Source: an optimization exercise on an open RTL-to-GDS flow (aim: small area, a short achievable clock period and few clock cycles per item). Production flows keep margins and buffers that such runs may drop.
RTL that was checked went through simulation tests only; none was proved equivalent to the original.
Power and IR drop assume default switching activity.

== job 102 ==
==> flow/design.v <==
package cdq_pkg;
   localparam int DEPTH_DEFAULT = 16;
   localparam int DATA_W = 32;
   localparam int CAP_W  = 5;
   localparam int FUNC_W = 3;
   localparam logic [CAP_W-1:0] CAP_RESET = 5'd16;
   localparam logic [DATA_W-1:0] EMPTY_VALUE = 32'hFFFF_FFFF;
   localparam logic [FUNC_W-1:0] FUNC_PUSH_FRONT = 3'd0;
   localparam logic [FUNC_W-1:0] FUNC_PUSH_REAR  = 3'd1;
   localparam logic [FUNC_W-1:0] FUNC_POP_FRONT  = 3'd2;
   localparam logic [FUNC_W-1:0] FUNC_POP_REAR   = 3'd3;
   localparam logic [FUNC_W-1:0] FUNC_QUERY      = 3'd4;
   localparam int CSR_ADDR_W = 3;
   localparam int CSR_DATA_W = 32;
   localparam int MID_DEPTH = DEPTH_DEFAULT - 2;
   localparam int MID_AW    = 4;
endpackage
module cdq_ram #(
   parameter int WIDTH = 32,
   parameter int DEPTH = 14
) (
   input  logic             clock,
   input  logic [DEPTH-1:0] wr_sel,
   input  logic [WIDTH-1:0] wr_data,
   input  logic [DEPTH-1:0] rd_sel,
   output logic [WIDTH-1:0] rd_data
);
   logic [WIDTH-1:0] mem_ff [DEPTH];
   always_ff @(posedge clock) begin
      for (int i = 0; i < DEPTH; i++) begin
         if (wr_sel[i]) begin
            mem_ff[i] <= wr_data;
         end
      end
   end
   always_comb begin
      rd_data = '0;
      for (int i = 0; i < DEPTH; i++) begin
         rd_data = rd_data | (mem_ff[i] & {WIDTH{rd_sel[i]}});
      end
   end
endmodule
module circular_deque #(
   parameter int DEPTH = cdq_pkg::DEPTH_DEFAULT
) (
   input  logic                                clock,
   input  logic                                reset,
   input  logic                                req_valid,
   output logic                                req_ready,
   input  logic [cdq_pkg::FUNC_W-1:0]          req_func,
   input  logic signed [cdq_pkg::DATA_W-1:0]   req_value,
   output logic                                rsp_valid,
   input  logic                                rsp_ready,
   output logic                                rsp_ok,
   output logic [cdq_pkg::CAP_W-1:0]           rsp_count,
   output logic                                rsp_is_empty,
   output logic                                rsp_is_full,
   output logic signed [cdq_pkg::DATA_W-1:0]   rsp_head_value,
   output logic signed [cdq_pkg::DATA_W-1:0]   rsp_tail_value,
   input  logic                                csr_psel,
   input  logic                                csr_penable,
   input  logic                                csr_pwrite,
   input  logic [cdq_pkg::CSR_ADDR_W-1:0]      csr_paddr,
   input  logic [cdq_pkg::CSR_DATA_W-1:0]      csr_pwdata,
   output logic [cdq_pkg::CSR_DATA_W-1:0]      csr_prdata,
   output logic                                csr_pready
);
   localparam int CW = cdq_pkg::CAP_W;
   localparam int DW = cdq_pkg::DATA_W;
   localparam int MD = cdq_pkg::MID_DEPTH;
   localparam int MA = cdq_pkg::MID_AW;
   function automatic logic [MA-1:0] mid_inc(input logic [MA-1:0] i);
      mid_inc = (i == MA'(MD - 1)) ? '0 : i + MA'(1);
   endfunction
   function automatic logic [MA-1:0] mid_dec(input logic [MA-1:0] i);
      mid_dec = (i == '0) ? MA'(MD - 1) : i - MA'(1);
   endfunction
   logic [CW-1:0] capacity_ff;
   logic [CW-1:0] held_ff;
   logic          n0_ff;         
   logic          n1_ff;         
   logic          ge2_ff;        
   logic          ge3_ff;        
   logic          nf_ff;         
   logic          atc_ff;        
   logic          atcm1_ff;      
   logic [MA-1:0] fgap_ff;       
   logic [MA-1:0] rgap_ff;       
   logic [DW-1:0] head_ff;
   logic [DW-1:0] tail_ff;
   logic          rsp_valid_ff;
   logic          rsp_ok_ff;
   logic          rsp_full_ff;
   logic [CW-1:0] held;
   logic [CW-1:0] eff_cap;
   logic          n2, ge4, atcm2;
   assign held    = n0_ff ? '0 : held_ff;
   assign eff_cap = (capacity_ff == '0) ? CW'(1) :
                    (capacity_ff > CW'(DEPTH)) ? CW'(DEPTH) : capacity_ff;
   assign n2      = ge2_ff && !ge3_ff;
   assign ge4     = ge3_ff && (held_ff > CW'(3));
   assign atcm2   = (held + CW'(2) == eff_cap);
   logic accept;
   logic f_pushf, f_pushr, f_popf, f_popr, f_query;
   logic push_f, push_r, pop_f, pop_r, push, pop, op_ok;
   logic empty_next;
   assign req_ready = !rsp_valid_ff || rsp_ready;
   assign accept    = req_valid && req_ready;
   assign f_pushf = (req_func == cdq_pkg::FUNC_PUSH_FRONT);
   assign f_pushr = (req_func == cdq_pkg::FUNC_PUSH_REAR);
   assign f_popf  = (req_func == cdq_pkg::FUNC_POP_FRONT);
   assign f_popr  = (req_func == cdq_pkg::FUNC_POP_REAR);
   assign f_query = (req_func == cdq_pkg::FUNC_QUERY);
   assign push_f = f_pushf && nf_ff;
   assign push_r = f_pushr && nf_ff;
   assign pop_f  = f_popf && !n0_ff;
   assign pop_r  = f_popr && !n0_ff;
   assign push   = push_f || push_r;
   assign pop    = pop_f || pop_r;
   assign op_ok  = push || pop || f_query;
   assign empty_next = (n0_ff && !push) || (n1_ff && pop);
   logic [MA-1:0] fgap_inc, fgap_dec, rgap_inc, rgap_dec;
   logic [MD-1:0] wr_f_oh, wr_r_oh, rd_f_oh, rd_r_oh;
   logic [MD-1:0] wr_sel, rd_sel;
   logic [DW-1:0] wr_data, rd_data;
   assign fgap_inc = mid_inc(fgap_ff);
   assign fgap_dec = mid_dec(fgap_ff);
   assign rgap_inc = mid_inc(rgap_ff);
   assign rgap_dec = mid_dec(rgap_ff);
   always_comb begin
      for (int i = 0; i < MD; i++) begin
         wr_f_oh[i] = (fgap_ff == MA'(i));
         wr_r_oh[i] = (rgap_ff == MA'(i));
         rd_f_oh[i] = (fgap_inc == MA'(i));
         rd_r_oh[i] = (rgap_dec == MA'(i));
      end
   end
   assign wr_sel  = (accept && ge2_ff && nf_ff) ?
                    (({MD{f_pushf}} & wr_f_oh) | ({MD{f_pushr}} & wr_r_oh)) : '0;
   assign wr_data = req_func[0] ? tail_ff : head_ff;
   assign rd_sel  = req_func[0] ? rd_r_oh : rd_f_oh;
   cdq_ram #(
      .WIDTH (DW),
      .DEPTH (MD)
   ) u_mid (
      .clock   (clock),
      .wr_sel  (wr_sel),
      .wr_data (wr_data),
      .rd_sel  (rd_sel),
      .rd_data (rd_data)
   );
   logic          h_v, h_t, h_rd, h_keep;
   logic          t_v, t_h, t_rd, t_keep;
   logic [DW-1:0] head_in, tail_in;
   assign h_v    = accept && (push_f || (push_r && n0_ff));
   assign h_t    = accept && pop_f && n2;
   assign h_rd   = accept && pop_f && ge3_ff;
   assign h_keep = !(h_v || h_t || h_rd);
   assign t_v    = accept && (push_r || (push_f && n0_ff));
   assign t_h    = accept && pop_r && n2;
   assign t_rd   = accept && pop_r && ge3_ff;
   assign t_keep = !(t_v || t_h || t_rd);
   assign head_in = {DW{accept && empty_next}} | ({DW{h_v}} & req_value) | ({DW{h_t}} & tail_ff) |
                    ({DW{h_rd}} & rd_data) | ({DW{h_keep}} & head_ff);
   assign tail_in = {DW{accept && empty_next}} | ({DW{t_v}} & req_value) | ({DW{t_h}} & head_ff) |
                    ({DW{t_rd}} & rd_data) | ({DW{t_keep}} & tail_ff);
   logic cfg_wr;
   assign cfg_wr = csr_psel && csr_penable && csr_pwrite && !csr_paddr[2];
   always_ff @(posedge clock) begin
      if (reset) begin
         capacity_ff  <= cdq_pkg::CAP_RESET;
         n0_ff        <= 1'b1;
         n1_ff        <= 1'b0;
         ge2_ff       <= 1'b0;
         ge3_ff       <= 1'b0;
         nf_ff        <= 1'b1;
         atc_ff       <= 1'b0;
         atcm1_ff     <= 1'b0;
         fgap_ff      <= MA'(MD - 1);
         rgap_ff      <= '0;
         rsp_valid_ff <= 1'b0;
      end else begin
         rsp_valid_ff <= accept || (rsp_valid_ff && !rsp_ready);
         if (cfg_wr) begin
            capacity_ff <= csr_pwdata[CW-1:0];
            n0_ff       <= 1'b1;
            n1_ff       <= 1'b0;
            ge2_ff      <= 1'b0;
            ge3_ff      <= 1'b0;
            nf_ff       <= 1'b1;
            atc_ff      <= 1'b0;
            atcm1_ff    <= (csr_pwdata[CW-1:1] == '0);
            fgap_ff     <= MA'(MD - 1);
            rgap_ff     <= '0;
         end else if (accept) begin
            if (push) begin
               n0_ff    <= 1'b0;
               n1_ff    <= n0_ff;
               ge2_ff   <= !n0_ff;
               ge3_ff   <= ge2_ff;
               nf_ff    <= nf_ff && !atcm1_ff;
               atc_ff   <= atcm1_ff;
               atcm1_ff <= atcm2;
            end else if (pop) begin
               n0_ff    <= n1_ff;
               n1_ff    <= n2;
               ge2_ff   <= ge3_ff;
               ge3_ff   <= ge4;
               nf_ff    <= 1'b1;
               atc_ff   <= 1'b0;
               atcm1_ff <= atc_ff;
            end
            if (push_f && ge2_ff)     fgap_ff <= fgap_dec;
            else if (pop_f && ge3_ff) fgap_ff <= fgap_inc;
            if (push_r && ge2_ff)     rgap_ff <= rgap_inc;
            else if (pop_r && ge3_ff) rgap_ff <= rgap_dec;
         end
      end
   end
   always_ff @(posedge clock) begin
      if (accept) begin
         held_ff     <= push ? held + CW'(1) : pop ? held - CW'(1) : held;
         rsp_ok_ff   <= op_ok;
         rsp_full_ff <= push ? atcm1_ff : (!pop && atc_ff);
      end
      head_ff <= head_in;
      tail_ff <= tail_in;
   end
   assign csr_pready = 1'b1;
   assign csr_prdata = csr_paddr[2] ? '0 : cdq_pkg::CSR_DATA_W'(capacity_ff);
   assign rsp_valid      = rsp_valid_ff;
   assign rsp_ok         = rsp_ok_ff;
   assign rsp_count      = held_ff;
   assign rsp_is_empty   = (held_ff == '0);
   assign rsp_is_full    = rsp_full_ff;
   assign rsp_head_value = $signed(head_ff);
   assign rsp_tail_value = $signed(tail_ff);
endmodule
==> flow/config.mk <==
export PLATFORM = sky130hd
export DESIGN_NAME = circular_deque
export DESIGN_NICKNAME = circular_deque
export VERILOG_FILES = /design/flow/design.v
export SDC_FILE = /design/flow/constraint.sdc
export NUM_CORES = 4
export LEC_CHECK = 0
export CAP_MARGIN = 20
export CORE_MARGIN = 2
export CORE_UTILIZATION = 55
export CTS_BUF_LIST = sky130_fd_sc_hd__clkbuf_8
export CTS_CLUSTER_DIAMETER = 60
export CTS_CLUSTER_SIZE = 16
export SETUP_SLACK_MARGIN = 3.35
export SLEW_MARGIN = 20
==> flow/constraint.sdc <==
create_clock -name core_clock -period 6.0 [get_ports {clock}]
set_input_delay 1.2000 -clock core_clock [delete_from_list [all_inputs] [get_ports {clock}]]
set_output_delay 1.2000 -clock core_clock [all_outputs]
set_load 0.01 [all_outputs]
standard.sh (not shown) runs the stock make flow with config.mk's settings and CLKGATE_MAP_FILE= SYNTH_SCRIPT=/design/flow/synth_recipe.tcl, a recipe that flattens the netlist after the stock synthesis.
==> flow/flow/run.sh <==
#!/bin/bash
# The standard layout, with plain buffers (buf_2) on the ports in place of the
# delay buffers buffer_ports picks by default, and a clock tree built without
# dummy loads. Each run's full output goes to its own log file in the work folder.
set -euo pipefail
CTS="-sink_clustering_enable -repair_clock_nets -sink_clustering_size 16 -sink_clustering_max_diameter 60 -buf_list sky130_fd_sc_hd__clkbuf_8 -dont_use_dummy_load"
bash standard.sh BUFFER_PORTS_ARGS="-buffer_cell sky130_fd_sc_hd__buf_2" CTS_ARGS="$CTS" finish > standard.log 2>&1
Testbench counts of job 102, summed over its fixed seeds: cycles 19,967, items 16,000.
For job 105, these inputs were changed with respect to job 102:
--- a/flow/design.v
+++ b/flow/design.v
@@ -86,12 +86,14 @@
    logic          atcm1_ff;      
    logic [MA-1:0] fgap_ff;       
    logic [MA-1:0] rgap_ff;       
    logic [DW-1:0] head_ff;
    logic [DW-1:0] tail_ff;
    logic          rsp_valid_ff;
+   logic          rsp_idle_ff;   
+   logic          rsp_empty_ff;
    logic          rsp_ok_ff;
    logic          rsp_full_ff;
    logic [CW-1:0] held;
    logic [CW-1:0] eff_cap;
    logic          n2, ge4, atcm2;
    assign held    = n0_ff ? '0 : held_ff;
@@ -101,14 +103,14 @@
    assign ge4     = ge3_ff && (held_ff > CW'(3));
    assign atcm2   = (held + CW'(2) == eff_cap);
    logic accept;
    logic f_pushf, f_pushr, f_popf, f_popr, f_query;
    logic push_f, push_r, pop_f, pop_r, push, pop, op_ok;
    logic empty_next;
-   assign req_ready = !rsp_valid_ff || rsp_ready;
-   assign accept    = req_valid && req_ready;
+   assign req_ready = rsp_idle_ff || rsp_ready;
+   assign accept    = req_valid && (!rsp_valid_ff || rsp_ready);
    assign f_pushf = (req_func == cdq_pkg::FUNC_PUSH_FRONT);
    assign f_pushr = (req_func == cdq_pkg::FUNC_PUSH_REAR);
    assign f_popf  = (req_func == cdq_pkg::FUNC_POP_FRONT);
    assign f_popr  = (req_func == cdq_pkg::FUNC_POP_REAR);
    assign f_query = (req_func == cdq_pkg::FUNC_QUERY);
    assign push_f = f_pushf && nf_ff;
@@ -176,14 +178,16 @@
          nf_ff        <= 1'b1;
          atc_ff       <= 1'b0;
          atcm1_ff     <= 1'b0;
          fgap_ff      <= MA'(MD - 1);
          rgap_ff      <= '0;
          rsp_valid_ff <= 1'b0;
+         rsp_idle_ff  <= 1'b1;
       end else begin
          rsp_valid_ff <= accept || (rsp_valid_ff && !rsp_ready);
+         rsp_idle_ff  <= !accept && (rsp_idle_ff || rsp_ready);
          if (cfg_wr) begin
             capacity_ff <= csr_pwdata[CW-1:0];
             n0_ff       <= 1'b1;
             n1_ff       <= 1'b0;
             ge2_ff      <= 1'b0;
             ge3_ff      <= 1'b0;
@@ -219,20 +223,21 @@
    end
    always_ff @(posedge clock) begin
       if (accept) begin
          held_ff     <= push ? held + CW'(1) : pop ? held - CW'(1) : held;
          rsp_ok_ff   <= op_ok;
          rsp_full_ff <= push ? atcm1_ff : (!pop && atc_ff);
+         rsp_empty_ff <= empty_next;
       end
       head_ff <= head_in;
       tail_ff <= tail_in;
    end
    assign csr_pready = 1'b1;
    assign csr_prdata = csr_paddr[2] ? '0 : cdq_pkg::CSR_DATA_W'(capacity_ff);
    assign rsp_valid      = rsp_valid_ff;
    assign rsp_ok         = rsp_ok_ff;
    assign rsp_count      = held_ff;
-   assign rsp_is_empty   = (held_ff == '0);
+   assign rsp_is_empty   = rsp_empty_ff;
    assign rsp_is_full    = rsp_full_ff;
    assign rsp_head_value = $signed(head_ff);
    assign rsp_tail_value = $signed(tail_ff);
 endmodule
==> run notes <==
Total buffers and inverters traversed by the critical path (job 105 over job 102): decrease, 1
Design area grows by a little under 10% when moving from job 102 to job 105.
Wire length went up by a little under 10% going from job 102 to job 105.
In the flow results for job 105 and job 102, the critical path depth is smaller on job 105.
Number of core rows (higher): job 105
Total of clock buffers placed in the layout is lower on job 102
Job 105 — setup slack 0.033 ns lower, job 102 as reference
Summary of job 105 over job 102: share of final layout cell area taken by non-clock buffers climbed 2.5 points, tightest hold margin increased by 0.012 ns relative to the old numbers, worst relative slew slack picked up an extra 19 points.
For the minimum period implied by the final worst setup slack, job 105 came in 0.033 ns higher than job 102 did.
Compared with job 102, job 105 shows overall routing resource usage higher by 0.62 points.
Global-route wire length before repair, job 105 and job 102: lower on job 102
Fraction of power consumed by the clock network ended up 0.4 points lower on job 105 than on job 102.
No functional check of the RTL was part of job 105.

separate check: timing with driven ports:
How much do the figures lean on ideal ports? The routed layouts below were timed once more, with nothing changed but the port constraints.
Step 1 sets driving cells, clkbuf_16 on the clock port and buf_2 on the other inputs (assumed; they add their load-dependent delay and slew).
Step 2, shift: input delay + t, output delay - t, t = (earliest + latest rising clock arrival at the registers) / 2. This alone moves slack from input paths to output paths.
Three values: no drivers, after step 1, after step 2; two values: the first two.
| run | t (ns) | setup WS [ns] | worst setup path after step 2 | worst register clock-pin slew, ns |
|---|---|---|---|---|
| job 102 | 0.670 | 3.197 / 3.153 / 2.670 | input to register | 0.10 / 0.10 |
| job 105 | 0.674 | 3.164 / 3.004 / 2.329 | input to register | 0.10 / 0.10 |
After both steps every run listed still meets setup and hold. For job 105, which loses most, drivers alone change the setup slack by -0.160 ns; drivers and shift together by -0.835 ns.
